Source: an optimization exercise on an open RTL-to-GDS flow (aim: small area and a short achievable clock period). Production flows keep margins and buffers that such runs may drop. Function was checked by simulation only, so behaviour that the tests miss may differ from the original.

rev 12:
// row_skew_fifo_bank
module row_skew_fifo_bank
#(
    parameter int ROW   = sa_pkg::SA_ROW,
    parameter int WIDTH = sa_pkg::SA_WIDTH,
    parameter int DEPTH = sa_pkg::SA_DEPTH
) (
    input  logic                 i_clk,
    input  logic                 i_rst_n,
    input  logic                 i_valid,
    input  logic                 i_last,
    input  logic [ROW*WIDTH-1:0] i_data,
    output logic                 o_ready,
    input  logic [ROW-1:0]       i_read_enable,
    output logic [ROW-1:0]       o_fifo_empty,
    output logic [ROW*WIDTH-1:0] o_data,
    output logic                 o_busy
);
Size in the first run: roughly 190 I/O pins, ~55,000 µm² of cells after synthesis.
==> module sync_fifo, before the edit <==
module sync_fifo
#(
    parameter int WIDTH = sa_pkg::SA_WIDTH,
    parameter int DEPTH = sa_pkg::SA_DEPTH
) (
    input  logic             i_clk,
    input  logic             i_rst_n,
    input  logic             push,
    input  logic             pop,
    input  logic [WIDTH-1:0] wdata,
    output logic [WIDTH-1:0] rdata,
    output logic             empty,
    output logic             full,
    output logic             full_d
);
    localparam int CW = $clog2(DEPTH) + 1;
    logic [WIDTH-1:0] mem [DEPTH];
    logic [CW-1:0]    count_q;
    logic [WIDTH-1:0] rdata_q, rdata_d;
    logic             empty_q, full_q, empty_d;
    logic             pop_ok, one, almost;
    logic [DEPTH-1:0] rsel;
    assign pop_ok  = pop & ~empty_q;
    assign one     = (count_q == CW'(1));
    assign almost  = (count_q == CW'(DEPTH - 1));
    assign empty_d = push ? 1'b0 : (empty_q | (one & pop_ok));
    assign full_d  = pop_ok ? 1'b0 : (full_q | (almost & push));
    always_comb begin
        for (int e = 0; e < DEPTH; e++) rsel[e] = pop_ok & (count_q == CW'(e + 1));
        rdata_d = rdata_q & {WIDTH{~pop_ok}};
        for (int e = 0; e < DEPTH; e++) rdata_d = rdata_d | (mem[e] & {WIDTH{rsel[e]}});
    end
    assign rdata = rdata_q;
    assign empty = empty_q;
    assign full  = full_q;
    always_ff @(posedge i_clk or negedge i_rst_n) begin
        if (!i_rst_n) begin
            count_q <= '0;
            rdata_q <= '0;
            empty_q <= 1'b1;
            full_q  <= 1'b0;
        end else begin
            empty_q <= empty_d;
            full_q  <= full_d;
            rdata_q <= rdata_d;
            if (push != pop_ok) count_q <= push ? count_q + CW'(1) : count_q - CW'(1);
        end
    end
    always_ff @(posedge i_clk) begin
        if (push) begin
            mem[0] <= wdata;
            for (int e = 1; e < DEPTH; e++) mem[e] <= mem[e-1];
        end
    end
endmodule
==> flow/config.mk <==
export PLATFORM = sky130hd
export DESIGN_NAME = row_skew_fifo_bank
export DESIGN_NICKNAME = row_skew_fifo_bank
export VERILOG_FILES = /design/flow/design.v
export SDC_FILE = /design/flow/constraint.sdc
export NUM_CORES = 4
export LEC_CHECK = 0
export CAP_MARGIN = 20
export CORE_MARGIN = 2
export CORE_UTILIZATION = 60
export SETUP_SLACK_MARGIN = 3.0
export SLEW_MARGIN = 20
==> flow/constraint.sdc <==
create_clock -name core_clock -period 5.5 [get_ports {i_clk}]
set_input_delay 1.1000 -clock core_clock [delete_from_list [all_inputs] [get_ports {i_clk}]]
set_output_delay 1.1000 -clock core_clock [all_outputs]
set_load 0.01 [all_outputs]
run.sh (not shown) runs the stock make flow with config.mk's settings and CLKGATE_MAP_FILE= SYNTH_SCRIPT=/design/flow/synth_recipe.tcl, a recipe that flattens the netlist after the stock synthesis.
Setup changes, rev 12 to rev 13
==> flow/design.v, changed modules only <==
module sync_fifo
#(
    parameter int WIDTH = sa_pkg::SA_WIDTH,
    parameter int DEPTH = sa_pkg::SA_DEPTH
) (
    input  logic             i_clk,
    input  logic             i_rst_n,
    input  logic             push,
    input  logic             pop,
    input  logic [WIDTH-1:0] wdata,
    output logic [WIDTH-1:0] rdata,
    output logic             empty,
    output logic             full,
    output logic             full_d
);
    localparam int PW = $clog2(DEPTH);
    logic [WIDTH-1:0] mem [DEPTH];
    logic [PW-1:0]    wr_ptr_q;
    logic [PW-1:0]    rd_ptr_q;
    logic [WIDTH-1:0] rdata_q;
    logic             empty_q, full_q, empty_d;
    logic             pop_ok, one, almost;
    logic [DEPTH-1:0] rsel;
    logic [WIDTH-1:0] rdata_d;
    assign pop_ok = pop & ~empty_q;
    assign one    = (wr_ptr_q == rd_ptr_q + PW'(1));
    assign almost = (rd_ptr_q == wr_ptr_q + PW'(1));
    assign empty_d = push ? 1'b0 : (empty_q | (one & pop_ok));
    assign full_d  = pop_ok ? 1'b0 : (full_q | (almost & push));
    always_comb begin
        for (int e = 0; e < DEPTH; e++) rsel[e] = pop_ok & (rd_ptr_q == PW'(e));
        rdata_d = rdata_q & {WIDTH{~pop_ok}};
        for (int e = 0; e < DEPTH; e++) rdata_d = rdata_d | (mem[e] & {WIDTH{rsel[e]}});
    end
    assign rdata = rdata_q;
    assign empty = empty_q;
    assign full  = full_q;
    always_ff @(posedge i_clk or negedge i_rst_n) begin
        if (!i_rst_n) begin
            wr_ptr_q <= '0;
            rd_ptr_q <= '0;
            rdata_q  <= '0;
            empty_q  <= 1'b1;
            full_q   <= 1'b0;
        end else begin
            empty_q <= empty_d;
            full_q  <= full_d;
            if (push) wr_ptr_q <= wr_ptr_q + PW'(1);
            rdata_q <= rdata_d;
            if (pop_ok) rd_ptr_q <= rd_ptr_q + PW'(1);
        end
    end
    always_ff @(posedge i_clk) begin
        if (push) begin
            mem[wr_ptr_q] <= wdata;
        end
    end
endmodule
[summary]
[rev 13] adder and majority gate portion of the synthesized area rose 0.32 points relative to rev 12. Diff rev 12 -> rev 13: total met3 wirelength after detailed routing has increased; synthesized cell count has increased; setup slack on the worst flop-to-flop path has decreased. Looking only at setup slack, and setting everything else aside, the lower value of rev 13 and rev 12 goes to rev 13. On rev 13: routed wire length is about 20% higher than what rev 12 gave. Sort rev 13 and rev 12 by post-layout instance area desc -> top: rev 13. Rev 13 reports its end point of the critical path as stall_q$_DFF_PN0_ while rev 12 reports o_fifo_empty[0]. Of rev 13 and rev 12, rev 13 shows the higher met3 routing resource usage after global routing, with rev 12 below it.

==> re-timing with driven ports <==
In the flow no input, the clock included, has a driving cell. The finished layouts below were timed again as built, in two steps.
Step 1, drivers: a clkbuf_16 drives i_clk and a buf_2 each remaining input, both assumed.
Step 2, shift: input delay + t, output delay - t, t = (earliest + latest rising clock arrival at the registers) / 2. This alone moves slack from input paths to output paths.
Slacks: ideal / step 1 / step 2; pairs: ideal / step 1.
run | t (ns) | setup WS [ns] | worst setup path after step 2 | worst register clock-pin slew, ns | cell pins on the clock port's net
rev 12 | 0.811 | 2.907 / 2.830 / 2.065 | input to register | 0.07 / 0.07 | 1
rev 13 | 0.810 | 2.900 / 2.845 / 2.146 | input to register | 0.07 / 0.07 | 1
After both steps every run listed still meets setup and hold. The setup slack of rev 12, which loses most, moves by -0.077 ns with the drivers and by -0.842 ns with both steps.
